This is an optimization exercise on Yosys and OpenROAD, whose aim is a short achievable clock period and few clock cycles per item, not a production implementation. Only simulation tests tie the RTL to the original design; equivalence was not proved.

## flow/design.v (module list and top-level ports; edited modules follow where they fit)
// module pulsing_led_level_controller_unit: 1510 lines
module pulsing_led_level_controller_unit (
  input  logic        clk_i,
  input  logic        rst_ni,
  input  logic        in_valid,
  output logic        in_ready,
  input  logic [1:0]  in_command,
  input  logic [31:0] in_now_ms,
  input  logic [31:0] in_last_point_ms,
  input  logic [7:0]  in_red,
  input  logic [7:0]  in_green,
  input  logic [7:0]  in_blue,
  output logic        out_valid,
  input  logic        out_ready,
  output logic [17:0] out_level,
  output logic        out_pulsing,
  output logic [7:0]  out_red,
  output logic [7:0]  out_green,
  output logic [7:0]  out_blue,
  input  logic        psel,
  input  logic        penable,
  input  logic        pwrite,
  input  logic [3:0]  paddr,
  input  logic [31:0] pwdata,
  output logic [31:0] prdata,
  output logic        pready
);
  // ...
==> flow/flow/run.sh <==
#!/bin/bash
set -uo pipefail
bash standard.sh SETUP_SLACK_MARGIN=7.3 finish > orfs_make.log 2>&1
==> flow/standard.sh <==
#!/bin/bash
# synth_recipe.tcl (not shown) runs the flow's synth.tcl, then flattens the netlist and writes it again
# the make line also repeats each setting of config.mk as NAME=value (left out here)
make -C /OpenROAD-flow-scripts/flow DESIGN_CONFIG=/design/flow/config.mk WORK_HOME=/design/flow/orfs CLKGATE_MAP_FILE= SYNTH_SCRIPT=/design/flow/synth_recipe.tcl "${@:-finish}"
==> flow/config.mk <==
export PLATFORM = sky130hd
export DESIGN_NAME = pulsing_led_level_controller_unit
export DESIGN_NICKNAME = pulsing_led_level_controller_unit
export VERILOG_FILES = /design/flow/design.v
export SDC_FILE = /design/flow/constraint.sdc
export NUM_CORES = 4
export LEC_CHECK = 0
export CAP_MARGIN = 20
export CORE_MARGIN = 2
export CORE_UTILIZATION = 40
export SLEW_MARGIN = 20
==> flow/constraint.sdc <==
create_clock -name core_clock -period 11.0 [get_ports {clk_i}]
set_input_delay 2.2000 -clock core_clock [delete_from_list [all_inputs] [get_ports {clk_i}]]
set_output_delay 2.2000 -clock core_clock [all_outputs]
set_load 0.01 [all_outputs]
==> impl_metrics.py, run 1 <==
metrics = {
    "sta": {
        "hold_viol": 0,
        "slew_viol_final": 0,
        "slew_headroom": 0.1896,
        "rsz0062_at_grt": "true",
        "tightest_slew_ps": 1203,
    },
    "detailed_routing": {
        "wl_per_cell_um": 26.17,
        "routed-wl-met2_um": 433800,
        "drc_errors": 0,
        "dr.first_iter.drc_count": 21510,
        "viasPerCell": 5.581,
        "ant_nets": 0,
        "wirelength_um": 975500,
        "wl_met3_um": 91510,
    },
    "die": {
        "num_io_pins": 211,
        "core_area_um2": 702500,
    },
    "yosys": {
        "netlist_area_um2": 281700,
        "syn-mean-instance-area_um2": 10.52,
        "synth_common_cells": "3,711 x inv_1, 2,594 x dfxtp_1, 2,544 x fa_1",
        "yosys-mux-area-fraction": 0.007423,
        "synth_compound_gate_area_share": 0.1178,
        "async_flop_share": 0.03549,
    },
    "worst_setup_path": {
        "arrival_ps": 1850,
        "critical_path.endpoint_type": "output pin",
        "cp-endpoint": "in_ready",
        "critPathBufInv": 1,
    },
    "clocking": {
        "cts_setup_buffers": 228,
        "insertion_delay_ps": 1120,
        "clk_pin_slew_ps": 70,
        "cts_tree": "yes",
    },
    "final_layout": {
        "largest_reg_flops": 141,
        "post-route-cell-area_um2": 323500,
        "buffer_area_frac": 0.03202,
        "area_delta_synth_final_pct": 14.87,
        "regArea_um2": 101500,
        "regMostFlops": "a0",
    },
    "placed_design": {
        "gp_congestion": 0.9999,
        "pre_cts_ws_ps": 4860,
    },
    "grt": {
        "use_met1": 0.3581,
        "antenna_found_initial": 97,
    },
    "outcome": {
        "status": "no timing/DRC/antenna violations",
    },
}
Testbench counts, summed over its fixed seeds: cycles 10,128, items 9,600.
==> inputs of run 2 (changes only) <==
--- a/flow/design.v
+++ b/flow/design.v
@@ -157,29 +157,17 @@
   logic [17:0] nkp7;
   logic [17:0] th1, ep1;
   logic [17:0] th2, ep2;
   logic [17:0] th3, ep3;
   logic [17:0] th4, ep4;
   logic [17:0] th5, ep5;
   logic [17:0] th6, ep6;
   logic [17:0] th7, ep7;
-  logic [17:0] lw0, lv0;
-  logic [17:0] lw1, lv1;
-  logic [17:0] lw2, lv2;
-  logic [17:0] lw3, lv3;
-  logic [17:0] lw4, lv4;
-  logic [17:0] lw5, lv5;
-  logic [17:0] lw6, lv6;
-  logic [17:0] lw7, lv7;
-  logic [17:0] lw8, lv8;
-  logic [17:0] lw9, lv9;
-  logic [17:0] lw10, lv10;
-  logic [17:0] lw11, lv11;
-  logic [17:0] lw12, lv12;
+  logic [17:0] lv0;
   always_ff @(posedge clk_i) begin
     pz_q <= (per_q == 13'd0);
     sg_q <= sg_c;
     km1 <= p19 << 1;
     km2 <= p19 << 2;
     km3 <= (p19 << 1) + (p19 << 2);
     km4 <= p19 << 3;
     km5 <= (p19 << 1) + (p19 << 3);
@@ -244,42 +232,17 @@
     th7 <= ((p18 << 0) + (p18 << 1) + (p18 << 2) + 18'd3) >> 2;
     ep1 <= (p18 << 0);
     ep2 <= (p18 << 1);
     ep3 <= (p18 << 0) + (p18 << 1);
     ep4 <= (p18 << 2);
     ep5 <= (p18 << 0) + (p18 << 2);
     ep6 <= (p18 << 1) + (p18 << 2);
     ep7 <= (p18 << 0) + (p18 << 1) + (p18 << 2);
-    lw0 <= sg_q ? ({1'b0, low_q} - 18'd0) : ({1'b0, low_q} + 18'd0);
-    lv0 <= sg_q ? ({1'b0, low_q} + 18'd655) : ({1'b0, low_q} + 18'd655);
-    lw1 <= sg_q ? ({1'b0, low_q} - 18'd1) : ({1'b0, low_q} + 18'd1);
-    lv1 <= sg_q ? ({1'b0, low_q} + 18'd654) : ({1'b0, low_q} + 18'd656);
-    lw2 <= sg_q ? ({1'b0, low_q} - 18'd2) : ({1'b0, low_q} + 18'd2);
-    lv2 <= sg_q ? ({1'b0, low_q} + 18'd653) : ({1'b0, low_q} + 18'd657);
-    lw3 <= sg_q ? ({1'b0, low_q} - 18'd3) : ({1'b0, low_q} + 18'd3);
-    lv3 <= sg_q ? ({1'b0, low_q} + 18'd652) : ({1'b0, low_q} + 18'd658);
-    lw4 <= sg_q ? ({1'b0, low_q} - 18'd4) : ({1'b0, low_q} + 18'd4);
-    lv4 <= sg_q ? ({1'b0, low_q} + 18'd651) : ({1'b0, low_q} + 18'd659);
-    lw5 <= sg_q ? ({1'b0, low_q} - 18'd5) : ({1'b0, low_q} + 18'd5);
-    lv5 <= sg_q ? ({1'b0, low_q} + 18'd650) : ({1'b0, low_q} + 18'd660);
-    lw6 <= sg_q ? ({1'b0, low_q} - 18'd6) : ({1'b0, low_q} + 18'd6);
-    lv6 <= sg_q ? ({1'b0, low_q} + 18'd649) : ({1'b0, low_q} + 18'd661);
-    lw7 <= sg_q ? ({1'b0, low_q} - 18'd7) : ({1'b0, low_q} + 18'd7);
-    lv7 <= sg_q ? ({1'b0, low_q} + 18'd648) : ({1'b0, low_q} + 18'd662);
-    lw8 <= sg_q ? ({1'b0, low_q} - 18'd8) : ({1'b0, low_q} + 18'd8);
-    lv8 <= sg_q ? ({1'b0, low_q} + 18'd647) : ({1'b0, low_q} + 18'd663);
-    lw9 <= sg_q ? ({1'b0, low_q} - 18'd9) : ({1'b0, low_q} + 18'd9);
-    lv9 <= sg_q ? ({1'b0, low_q} + 18'd646) : ({1'b0, low_q} + 18'd664);
-    lw10 <= sg_q ? ({1'b0, low_q} - 18'd10) : ({1'b0, low_q} + 18'd10);
-    lv10 <= sg_q ? ({1'b0, low_q} + 18'd645) : ({1'b0, low_q} + 18'd665);
-    lw11 <= sg_q ? ({1'b0, low_q} - 18'd11) : ({1'b0, low_q} + 18'd11);
-    lv11 <= sg_q ? ({1'b0, low_q} + 18'd644) : ({1'b0, low_q} + 18'd666);
-    lw12 <= sg_q ? ({1'b0, low_q} - 18'd12) : ({1'b0, low_q} + 18'd12);
-    lv12 <= sg_q ? ({1'b0, low_q} + 18'd643) : ({1'b0, low_q} + 18'd667);
+    lv0 <= {1'b0, low_q} + 18'd655;
   end
   logic [13:0] e1v, e1p;
   wire e1ag0 = 1'b1;
   wire e1ag1 = ({4'd0, e1v} >= th1);
   wire [13:0] e1ad1 = {e1v[10:0], 3'd0} + nkm1[13:0];
   wire e1ag2 = ({4'd0, e1v} >= th2);
   wire [13:0] e1ad2 = {e1v[10:0], 3'd0} + nkm2[13:0];
   wire e1ag3 = ({4'd0, e1v} >= th3);
@@ -579,17 +542,17 @@
     if (bc2 == 5'd1 && sg_q) qt10 <= 18'd0 - qt10;
     if (bc2 == 5'd2) begin qt11 <= e2qb; rt11 <= e2bn; end
     if (bc2 == 5'd1 && sg_q) qt11 <= 18'd0 - qt11;
     if (bc2 == 5'd2) begin qt12 <= e2qc; rt12 <= e2cn; end
     if (bc2 == 5'd1 && sg_q) qt12 <= 18'd0 - qt12;
   end
   logic       in_ready_q;
   logic [4:0] occ_q;
-  logic [9:0] v;
+  logic [10:0] v;
   wire        acc = in_valid & in_ready_q;
   assign in_ready = in_ready_q;
   wire [18:0] ms0_l0_0_s = ({19{in_now_ms[0]}} & {5'd0, m0}) ^ ({19{in_now_ms[1]}} & {5'd0, m1}) ^ ({19{in_now_ms[2]}} & {5'd0, m2});
   wire [18:0] ms0_l0_0_m = (({19{in_now_ms[0]}} & {5'd0, m0}) & ({19{in_now_ms[1]}} & {5'd0, m1})) | (({19{in_now_ms[0]}} & {5'd0, m0}) & ({19{in_now_ms[2]}} & {5'd0, m2})) | (({19{in_now_ms[1]}} & {5'd0, m1}) & ({19{in_now_ms[2]}} & {5'd0, m2}));
   wire [18:0] ms0_l0_0_c = {ms0_l0_0_m[17:0], 1'b0};
   wire [18:0] ms0_l0_1_s = ({19{in_now_ms[3]}} & {5'd0, m3}) ^ ({19{in_now_ms[4]}} & {5'd0, m4}) ^ ({19{in_now_ms[5]}} & {5'd0, m5});
   wire [18:0] ms0_l0_1_m = (({19{in_now_ms[3]}} & {5'd0, m3}) & ({19{in_now_ms[4]}} & {5'd0, m4})) | (({19{in_now_ms[3]}} & {5'd0, m3}) & ({19{in_now_ms[5]}} & {5'd0, m5})) | (({19{in_now_ms[4]}} & {5'd0, m4}) & ({19{in_now_ms[5]}} & {5'd0, m5}));
   wire [18:0] ms0_l0_1_c = {ms0_l0_1_m[17:0], 1'b0};
@@ -995,16 +958,25 @@
     r5[1] <= rs_l3_0_c;
     q5[2] <= qs_l2_1_c;
     r5[2] <= rs_l2_1_c;
     cmd5 <= cmd4; el5 <= el4; c5 <= c4;
   end
   wire [17:0] t1_l0_0_s = q5[0] ^ q5[1] ^ q5[2];
   wire [17:0] t1_l0_0_m = (q5[0] & q5[1]) | (q5[0] & q5[2]) | (q5[1] & q5[2]);
   wire [17:0] t1_l0_0_c = {t1_l0_0_m[16:0], 1'b0};
+  wire [17:0] t1_l1_0_s = t1_l0_0_s ^ t1_l0_0_c ^ {1'b0, low_q};
+  wire [17:0] t1_l1_0_m = (t1_l0_0_s & t1_l0_0_c) | (t1_l0_0_s & {1'b0, low_q}) | (t1_l0_0_c & {1'b0, low_q});
+  wire [17:0] t1_l1_0_c = {t1_l1_0_m[16:0], 1'b0};
+  wire [17:0] t1v_l0_0_s = q5[0] ^ q5[1] ^ q5[2];
+  wire [17:0] t1v_l0_0_m = (q5[0] & q5[1]) | (q5[0] & q5[2]) | (q5[1] & q5[2]);
+  wire [17:0] t1v_l0_0_c = {t1v_l0_0_m[16:0], 1'b0};
+  wire [17:0] t1v_l1_0_s = t1v_l0_0_s ^ t1v_l0_0_c ^ lv0;
+  wire [17:0] t1v_l1_0_m = (t1v_l0_0_s & t1v_l0_0_c) | (t1v_l0_0_s & lv0) | (t1v_l0_0_c & lv0);
+  wire [17:0] t1v_l1_0_c = {t1v_l1_0_m[16:0], 1'b0};
   wire [16:0] t2_l0_0_s = r5[0] ^ r5[1] ^ r5[2];
   wire [16:0] t2_l0_0_m = (r5[0] & r5[1]) | (r5[0] & r5[2]) | (r5[1] & r5[2]);
   wire [16:0] t2_l0_0_c = {t2_l0_0_m[15:0], 1'b0};
   wire [24:0] cgrr_l0_0_s = ({25{c5[16]}} & ({8'd0, gain_q} << 0)) ^ ({25{c5[17]}} & ({8'd0, gain_q} << 1)) ^ ({25{c5[18]}} & ({8'd0, gain_q} << 2));
   wire [24:0] cgrr_l0_0_m = (({25{c5[16]}} & ({8'd0, gain_q} << 0)) & ({25{c5[17]}} & ({8'd0, gain_q} << 1))) | (({25{c5[16]}} & ({8'd0, gain_q} << 0)) & ({25{c5[18]}} & ({8'd0, gain_q} << 2))) | (({25{c5[17]}} & ({8'd0, gain_q} << 1)) & ({25{c5[18]}} & ({8'd0, gain_q} << 2)));
   wire [24:0] cgrr_l0_0_c = {cgrr_l0_0_m[23:0], 1'b0};
   wire [24:0] cgrr_l0_1_s = ({25{c5[19]}} & ({8'd0, gain_q} << 3)) ^ ({25{c5[20]}} & ({8'd0, gain_q} << 4)) ^ ({25{c5[21]}} & ({8'd0, gain_q} << 5));
   wire [24:0] cgrr_l0_1_m = (({25{c5[19]}} & ({8'd0, gain_q} << 3)) & ({25{c5[20]}} & ({8'd0, gain_q} << 4))) | (({25{c5[19]}} & ({8'd0, gain_q} << 3)) & ({25{c5[21]}} & ({8'd0, gain_q} << 5))) | (({25{c5[20]}} & ({8'd0, gain_q} << 4)) & ({25{c5[21]}} & ({8'd0, gain_q} << 5)));
@@ -1052,22 +1024,23 @@
   wire [24:0] cgrb_l1_1_m = (cgrb_l0_1_c & ({25{c5[6]}} & ({8'd0, gain_q} << 6))) | (cgrb_l0_1_c & ({25{c5[7]}} & ({8'd0, gain_q} << 7))) | (({25{c5[6]}} & ({8'd0, gain_q} << 6)) & ({25{c5[7]}} & ({8'd0, gain_q} << 7)));
   wire [24:0] cgrb_l1_1_c = {cgrb_l1_1_m[23:0], 1'b0};
   wire [24:0] cgrb_l2_0_s = cgrb_l1_0_s ^ cgrb_l1_0_c ^ cgrb_l1_1_s;
   wire [24:0] cgrb_l2_0_m = (cgrb_l1_0_s & cgrb_l1_0_c) | (cgrb_l1_0_s & cgrb_l1_1_s) | (cgrb_l1_0_c & cgrb_l1_1_s);
   wire [24:0] cgrb_l2_0_c = {cgrb_l2_0_m[23:0], 1'b0};
   wire [24:0] cgrb_l3_0_s = cgrb_l2_0_s ^ cgrb_l2_0_c ^ cgrb_l1_1_c;
   wire [24:0] cgrb_l3_0_m = (cgrb_l2_0_s & cgrb_l2_0_c) | (cgrb_l2_0_s & cgrb_l1_1_c) | (cgrb_l2_0_c & cgrb_l1_1_c);
   wire [24:0] cgrb_l3_0_c = {cgrb_l3_0_m[23:0], 1'b0};
-  logic [17:0] t1_6;
+  logic [17:0] w6, wv6;
   logic [16:0] t2_6;
   logic [24:0] cga6r, cgb6r, cga6g, cgb6g, cga6b, cgb6b;
   logic [1:0] cmd6; logic el6;
   always_ff @(posedge clk_i) begin
-    t1_6 <= t1_l0_0_s + t1_l0_0_c;
+    w6 <= t1_l1_0_s + t1_l1_0_c;
+    wv6 <= t1v_l1_0_s + t1v_l1_0_c;
     t2_6 <= t2_l0_0_s + t2_l0_0_c;
     cga6r <= cgrr_l3_0_s;
     cgb6r <= cgrr_l3_0_c;
     cga6g <= cgrg_l3_0_s;
     cgb6g <= cgrg_l3_0_c;
     cga6b <= cgrb_l3_0_s;
     cgb6b <= cgrb_l3_0_c;
     cmd6 <= cmd5; el6 <= el5;
@@ -1081,86 +1054,56 @@
   wire g2_6 = t2_6 >= kp6;
   wire g2_7 = t2_6 >= kp7;
   wire g2_8 = t2_6 >= kp8;
   wire g2_9 = t2_6 >= kp9;
   wire g2_10 = t2_6 >= kp10;
   wire g2_11 = t2_6 >= kp11;
   wire g2_12 = t2_6 >= kp12;
   wire g2_13 = 1'b0;
-  wire [17:0] wc0 = lw0 + t1_6;
-  wire [17:0] vc0 = lv0 + t1_6;
-  wire [17:0] wc1 = lw1 + t1_6;
-  wire [17:0] vc1 = lv1 + t1_6;
-  wire [17:0] wc2 = lw2 + t1_6;
-  wire [17:0] vc2 = lv2 + t1_6;
-  wire [17:0] wc3 = lw3 + t1_6;
-  wire [17:0] vc3 = lv3 + t1_6;
-  wire [17:0] wc4 = lw4 + t1_6;
-  wire [17:0] vc4 = lv4 + t1_6;
-  wire [17:0] wc5 = lw5 + t1_6;
-  wire [17:0] vc5 = lv5 + t1_6;
-  wire [17:0] wc6 = lw6 + t1_6;
-  wire [17:0] vc6 = lv6 + t1_6;
-  wire [17:0] wc7 = lw7 + t1_6;
-  wire [17:0] vc7 = lv7 + t1_6;
-  wire [17:0] wc8 = lw8 + t1_6;
-  wire [17:0] vc8 = lv8 + t1_6;
-  wire [17:0] wc9 = lw9 + t1_6;
-  wire [17:0] vc9 = lv9 + t1_6;
-  wire [17:0] wc10 = lw10 + t1_6;
-  wire [17:0] vc10 = lv10 + t1_6;
-  wire [17:0] wc11 = lw11 + t1_6;
-  wire [17:0] vc11 = lv11 + t1_6;
-  wire [17:0] wc12 = lw12 + t1_6;
-  wire [17:0] vc12 = lv12 + t1_6;
-  logic [17:0] wsel;
+  logic [3:0] k2;
   always_comb begin
-    wsel = '0;
-    wsel = wsel | ({18{(pz_q | !g2_1)}} & wc0);
-    wsel = wsel | ({18{(!pz_q & g2_1 & !g2_2)}} & wc1);
-    wsel = wsel | ({18{(!pz_q & g2_2 & !g2_3)}} & wc2);
-    wsel = wsel | ({18{(!pz_q & g2_3 & !g2_4)}} & wc3);
-    wsel = wsel | ({18{(!pz_q & g2_4 & !g2_5)}} & wc4);
-    wsel = wsel | ({18{(!pz_q & g2_5 & !g2_6)}} & wc5);
-    wsel = wsel | ({18{(!pz_q & g2_6 & !g2_7)}} & wc6);
-    wsel = wsel | ({18{(!pz_q & g2_7 & !g2_8)}} & wc7);
-    wsel = wsel | ({18{(!pz_q & g2_8 & !g2_9)}} & wc8);
-    wsel = wsel | ({18{(!pz_q & g2_9 & !g2_10)}} & wc9);
-    wsel = wsel | ({18{(!pz_q & g2_10 & !g2_11)}} & wc10);
-    wsel = wsel | ({18{(!pz_q & g2_11 & !g2_12)}} & wc11);
-    wsel = wsel | ({18{(!pz_q & g2_12 & !g2_13)}} & wc12);
-  end
-  logic [17:0] vsel;
-  always_comb begin
-    vsel = '0;
-    vsel = vsel | ({18{(pz_q | !g2_1)}} & vc0);
-    vsel = vsel | ({18{(!pz_q & g2_1 & !g2_2)}} & vc1);
-    vsel = vsel | ({18{(!pz_q & g2_2 & !g2_3)}} & vc2);
-    vsel = vsel | ({18{(!pz_q & g2_3 & !g2_4)}} & vc3);
-    vsel = vsel | ({18{(!pz_q & g2_4 & !g2_5)}} & vc4);
-    vsel = vsel | ({18{(!pz_q & g2_5 & !g2_6)}} & vc5);
-    vsel = vsel | ({18{(!pz_q & g2_6 & !g2_7)}} & vc6);
-    vsel = vsel | ({18{(!pz_q & g2_7 & !g2_8)}} & vc7);
-    vsel = vsel | ({18{(!pz_q & g2_8 & !g2_9)}} & vc8);
-    vsel = vsel | ({18{(!pz_q & g2_9 & !g2_10)}} & vc9);
-    vsel = vsel | ({18{(!pz_q & g2_10 & !g2_11)}} & vc10);
-    vsel = vsel | ({18{(!pz_q & g2_11 & !g2_12)}} & vc11);
-    vsel = vsel | ({18{(!pz_q & g2_12 & !g2_13)}} & vc12);
+    k2 = '0;
+    k2 = k2 | ({4{(!pz_q & g2_1 & !g2_2)}} & 4'd1);
+    k2 = k2 | ({4{(!pz_q & g2_2 & !g2_3)}} & 4'd2);
+    k2 = k2 | ({4{(!pz_q & g2_3 & !g2_4)}} & 4'd3);
+    k2 = k2 | ({4{(!pz_q & g2_4 & !g2_5)}} & 4'd4);
+    k2 = k2 | ({4{(!pz_q & g2_5 & !g2_6)}} & 4'd5);
+    k2 = k2 | ({4{(!pz_q & g2_6 & !g2_7)}} & 4'd6);
+    k2 = k2 | ({4{(!pz_q & g2_7 & !g2_8)}} & 4'd7);
+    k2 = k2 | ({4{(!pz_q & g2_8 & !g2_9)}} & 4'd8);
+    k2 = k2 | ({4{(!pz_q & g2_9 & !g2_10)}} & 4'd9);
+    k2 = k2 | ({4{(!pz_q & g2_10 & !g2_11)}} & 4'd10);
+    k2 = k2 | ({4{(!pz_q & g2_11 & !g2_12)}} & 4'd11);
+    k2 = k2 | ({4{(!pz_q & g2_12 & !g2_13)}} & 4'd12);
+  end
+  logic [3:0]  k2_7a;
+  logic [17:0] w7a, wv7a;
+  logic [24:0] cg7ar, cg7ag, cg7ab;
+  logic [1:0] cmd7a; logic el7a;
+  always_ff @(posedge clk_i) begin
+    k2_7a <= k2;
+    w7a <= w6;
+    wv7a <= wv6;
+    cg7ar <= cga6r + cgb6r;
+    cg7ag <= cga6g + cgb6g;
+    cg7ab <= cga6b + cgb6b;
+    cmd7a <= cmd6; el7a <= el6;
   end
+  wire [17:0] k2x = {14'd0, k2_7a} ^ {18{sg_q}};
   logic [17:0] w7, wv7;
   logic [24:0] cg7r, cg7g, cg7b;
   logic [1:0] cmd7; logic el7;
   always_ff @(posedge clk_i) begin
-    w7 <= wsel;
-    wv7 <= vsel;
-    cg7r <= cga6r + cgb6r;
-    cg7g <= cga6g + cgb6g;
-    cg7b <= cga6b + cgb6b;
-    cmd7 <= cmd6; el7 <= el6;
+    w7 <= w7a + k2x + {17'd0, sg_q};
+    wv7 <= wv7a + k2x + {17'd0, sg_q};
+    cg7r <= cg7ar;
+    cg7g <= cg7ag;
+    cg7b <= cg7ab;
+    cmd7 <= cmd7a; el7 <= el7a;
   end
   logic signed [17:0] level_q;
   logic               pul_q;
   wire                lt   = $signed({level_q[17], level_q}) < $signed({1'b0, wv7});
   wire                cond = (cmd7 == 2'd0) && !pul_q && el7;
   wire [17:0]         ldec = level_q - 18'd655;
   logic [17:0]        lvl_n;
   logic               pul_n;
@@ -1179,17 +1122,17 @@
       end
       default: ;
     endcase
   end
   always_ff @(posedge clk_i or negedge rst_ni) begin
     if (!rst_ni) begin
       level_q <= 18'sd0;
       pul_q   <= 1'b1;
-    end else if (v[7]) begin
+    end else if (v[8]) begin
       level_q <= lvl_n;
       pul_q   <= pul_n;
     end
   end
   wire [41:0] pmr_l0_0_s = ({42{level_q[0]}} & ({17'd0, cg7r} << 0)) ^ ({42{level_q[1]}} & ({17'd0, cg7r} << 1)) ^ ({42{level_q[2]}} & ({17'd0, cg7r} << 2));
   wire [41:0] pmr_l0_0_m = (({42{level_q[0]}} & ({17'd0, cg7r} << 0)) & ({42{level_q[1]}} & ({17'd0, cg7r} << 1))) | (({42{level_q[0]}} & ({17'd0, cg7r} << 0)) & ({42{level_q[2]}} & ({17'd0, cg7r} << 2))) | (({42{level_q[1]}} & ({17'd0, cg7r} << 1)) & ({42{level_q[2]}} & ({17'd0, cg7r} << 2)));
   wire [41:0] pmr_l0_0_c = {pmr_l0_0_m[40:0], 1'b0};
   wire [41:0] pmr_l0_1_s = ({42{level_q[3]}} & ({17'd0, cg7r} << 3)) ^ ({42{level_q[4]}} & ({17'd0, cg7r} << 4)) ^ ({42{level_q[5]}} & ({17'd0, cg7r} << 5));
@@ -1384,17 +1327,17 @@
   endfunction
   wire [9:0]  ptr = ha9r + hb9r + {9'd0, cy9r};
   wire [9:0]  ptg = ha9g + hb9g + {9'd0, cy9g};
   wire [9:0]  ptb = ha9b + hb9b + {9'd0, cy9b};
   wire [7:0]  cr = col9 ? col_sat(ptr) : 8'd0;
   wire [7:0]  cg = col9 ? col_sat(ptg) : 8'd0;
   wire [7:0]  cb = col9 ? col_sat(ptb) : 8'd0;
   wire [42:0] pd = {lvl9, pul9, cr, cg, cb};
-  wire        pv = v[9];
+  wire        pv = v[10];
   logic        ov_q;
   logic [42:0] od_q;
   logic [3:0]  wr_q, rd_q;
   logic [15:0] rdh_q, curh_q, wrh_q;
   logic [42:0] ff0;
   logic [42:0] ff1;
   logic [42:0] ff2;
   logic [42:0] ff3;
@@ -1486,17 +1429,17 @@
       ov_q <= 1'b0;
       wr_q <= '0;
       rd_q <= '0;
       wrh_q <= 16'd1;
       rdh_q <= 16'd1;
       occ_q <= 5'd0;
       in_ready_q <= 1'b0;
     end else begin
-      v <= {v[8:0], acc};
+      v <= {v[9:0], acc};
       ov_q <= ld ? (fne | pv) : 1'b1;
       wr_q <= pv ? wr_p1 : wr_q;
       rd_q <= adv ? rd_p1 : rd_q;
       wrh_q <= pv ? {wrh_q[14:0], wrh_q[15]} : wrh_q;
       rdh_q <= adv ? {rdh_q[14:0], rdh_q[15]} : rdh_q;
       occ_q <= (acc & !take) ? occ_p1 : (!acc & take) ? occ_m1 : occ_q;
       in_ready_q <= (occ_q <= 5'd14) && (bc1 <= 5'd1) && (bc2 <= 5'd6) && !wp_q && !wr_en;
     end
==> impl_metrics.py, run 2 <==
metrics = {
    "final_layout": {
        "instances_no_fill": 32780,
        "layout-drive-gt1-share": 0.1023,
        "nFillCells": 58340,
        "largest_reg_flops": 141,
        "mostFrequentLayoutCell": "inv_1",
        "regArea_um2": 96250,
        "multi_input_area_um2": 145700,
        "post-route-cell-area_um2": 289700,
        "regMostFlops": "a0",
        "area_delta_synth_final_pct": 13.78,
        "layout.nets": 28660,
        "layout_common_cells": "3,623 x inv_1, 2,524 x fa_1, 2,244 x dfxtp_1",
    },
    "worst_setup_path": {
        "crit_fanout": 4,
        "arrival_ps": 5030,
        "cp-start-kind": "flip-flop",
        "r2r-start": "per_q[7]$_DFF_PN1_",
        "reg2reg_slack_ps": 7020,
        "startpoint": "per_q[7]$_DFF_PN1_",
        "crit_type": "reg2reg",
        "critical_path.endpoint_type": "flip-flop",
        "crit_required_ps": 12050,
    },
    "die": {
        "core_area_um2": 635300,
        "chipWidth_um": 801.8,
        "placementRows": 293,
        "num_io_pins": 211,
        "die-height_um": 801.8,
        "dieArea_um2": 642900,
        "start_util": 0.4008,
    },
    "yosys": {
        "synth-warning-count": 8,
        "synth_common_cells": "3,680 x inv_1, 2,563 x fa_1, 2,336 x dfxtp_1",
        "yosys-top-cells-area": "fa_1 20%, dfxtp_1 18%, edfxtp_1 18%",
        "syn-mean-instance-area_um2": 10.89,
        "seq_area_frac_synth": 0.3769,
        "netlist_area_um2": 254600,
        "synth_cells": 23390,
        "synth_enable_flop_cells": 1510,
        "synth_cell_type_count": 113,
        "yosysMostFrequentCell": "inv_1",
        "synth_ff_type": "dfxtp_1",
        "yosysTopAreaCell": "fa_1",
        "async_flop_share": 0.03802,
        "ys_ff_latch": 3998,
        "yosys.area.top_type_share": 0.2015,
    },
    "grt": {
        "antenna_found_initial": 73,
        "grtUsageMet2": 0.3757,
        "gr-usage-met3": 0.04570,
        "grt-busiest-layer": "met2",
        "grt_max_degree": 89,
        "grt_usage": 0.2387,
        "grt_pass1_wl_um": 1163000,
        "grt_overflow_total": 0,
        "grt_pass1_vias": 180300,
        "use_met1": 0.3223,
    },
    "sta": {
        "hold_viol": 0,
        "fmax_ghz": 0.2511,
        "period_minus_slack_ps": 3982,
        "fin_crit_sh": 0.3620,
        "worst_clock_skew_ps": 125.1,
        "final.setup.worst_slack_ps": 7018,
        "finalSetupViolations": 0,
        "rsz0062_at_grt": "true",
        "tightest_slew_ps": 1269,
        "tns_ps": 0,
        "slew_headroom": 0.1540,
        "slew_viol_final": 0,
        "whs_ps": 283.3,
    },
    "placed_design": {
        "pre_cts_ws_ps": 5724,
        "gp_congestion": 0.9727,
        "dp_cells": 31580,
        "postPlaceCellArea_um2": 267400,
        "portBuffers": 177,
        "dp_hpwl_um": 552100,
    },
    "clocking": {
        "insertion_delay_ps": 1140,
        "clk_path_buf_depth": 4,
        "clkSinkCount": 3998,
        "cts.hold.buffers_added": 0,
        "cts_tree": "yes",
        "clk_pin_slew_ps": 70,
        "cts_inserted_buffers": 449,
        "cts_max_level": 5,
        "cts-root-buf": "clkbuf_16",
    },
    "detailed_routing": {
        "num_vias": 177000,
        "ant_nets": 0,
        "wl_per_cell_um": 24.04,
        "drc_errors": 0,
        "dr.first_iter.drc_count": 16510,
        "viasPerCell": 5.399,
        "wirelength_um": 787900,
        "firstDrtPassIters": 9,
    },
    "min_path": {
        "min_path_type": "reg2reg",
        "hp-start": "c0[5]$_DFF_P_",
    },
    "job": {
        "cap_violations": 0,
    },
    "outcome": {
        "status": "no timing/DRC/antenna violations",
    },
}
-- run 2: cell types whose count changed in the layout (fill, tap and decap cells not counted), moves of 55 or more --
| cell | delta |
|---|---|
| xor2_1 | -237 |
| dfxtp_1 | -212 |
| a21o_1 | -111 |
| nor2_1 | -221 |
| nand2_1 | -158 |
| a21oi_2 | -55 |
| xnor2_1 | -480 |
| buf_4 | -170 |
| ha_1 | -359 |
| a21oi_1 | -370 |
| o21ai_1 | -85 |
| o21bai_1 | -62 |
| o21ai_0 | -200 |
| nor2b_1 | -76 |
-- run 2: final cells by class --
cell class,instances,area share
timing repair buffer,809,0.02598
sequential,3998,0.3323
clock buffer,600,0.04317
multi-input combinational,15000,0.5028
clock inverter,248,0.01096
inverter,3686,0.04819
tap,8407,0.03631
antenna,34,0.0002937
-- run 2: path summary, 6_finish.rpt --
kind / to / cells past startpoint
setup / recovery: th7[13]$_DFF_P_ / 16
hold / removal: c1[5]$_DFF_P_ / 0
setup reg to reg: th7[13]$_DFF_P_ / 16
hold reg to reg: c1[5]$_DFF_P_ / 0
max in group asynchronous: low_q[5]$_DFF_PN0_ / 2
min in group asynchronous: bc1[1]$_DFFE_PN0P_ / 1
-- run 2: repair_timing --
| item | CTS | global route |
|---|---|---|
| cloned | 3 | 11 |
| endpoints found under the setup margin | 1736 | 1306 |
| setup buffers | 167 | 136 |
| pin swaps | 127 | 199 |
| gates resized for setup | 873 | 522 |
-- run 2: worst max-delay path: stages (launching register included) --
cell and delay (ps):
dfstp_4 510, buf_4 200, buf_4 190, ha_2 240
or3_4 430, a21oi_2 190, o21ai_4 80, a21o_1 190
a211o_4 350, ha_4 220, or3_1 360, o21ai_1 80
a31oi_1 60, xor2_1 280, inv_2 90, nor4_4 280
xor2_1 150
-- run 2: per-stage QoR --
stage	util
final	0.4560
after global placement	0.4209
after CTS	0.4511
after floorplan	-
after detailed placement	0.4209
after global routing	0.4559
-- run 2: metal layers --
layer  up-vias  wire, µm
met2      7576    349600
met4        36     40010
met5         -       329
li1      78890         -
met1     88550    329000
met3      1924     68920
-- run 2: cells by family (layout without fill, tap and decap cells) --
kind of cell | after synthesis | after routing | share of synthesized area
AO/OA/AOI/OAI | 3729 | 3730 | 0.09919
XOR/XNOR | 979 | 979 | 0.03368
adder cells (fa/ha/maj) | 4585 | 4585 | 0.3009
buffers and inverters | 4416 | 5343 | 0.06565
flip-flops | 3998 | 3998 | 0.3769
multiplexers | 166 | 171 | 0.007666
other | 2 | 50 | 0.00002950
AND/OR/NAND/NOR | 5512 | 5514 | 0.1161
Testbench counts of run 2, summed over its fixed seeds: cycles 10,176, items 9,600.

-- what the ideal ports hide --
How much do the figures lean on ideal ports? The routed layouts below were timed once more, with nothing changed but the port constraints. Step 1 (the two cells are an assumption about what drives the block):
set clk [get_ports {clk_i}]
set_driving_cell -lib_cell sky130_fd_sc_hd__clkbuf_16 $clk
set_driving_cell -lib_cell sky130_fd_sc_hd__buf_2 [delete_from_list [all_inputs] $clk]
Step 2 times the ports against the registers' clock, not the clock port: input delays grow and output delays shrink by t, the midpoint of the rising clock arrivals with the driver on. a / b / c = ideal ports / drivers / drivers and shift; a / b = the first two.
| run | t (ns) | slack for setup (ns) | worst hold slack (ns) |
|---|---|---|---|
| run 1 | 1.211 | 6.948 / 6.814 / 6.036 | 0.315 / 0.315 / 0.315 |
| run 2 | 1.180 | 7.018 / 6.912 / 6.253 | 0.283 / 0.283 / 0.283 |
After both steps setup and hold are still met in every run listed. The setup slack of run 1, which loses most, moves by -0.134 ns with the drivers and by -0.912 ns with both steps.
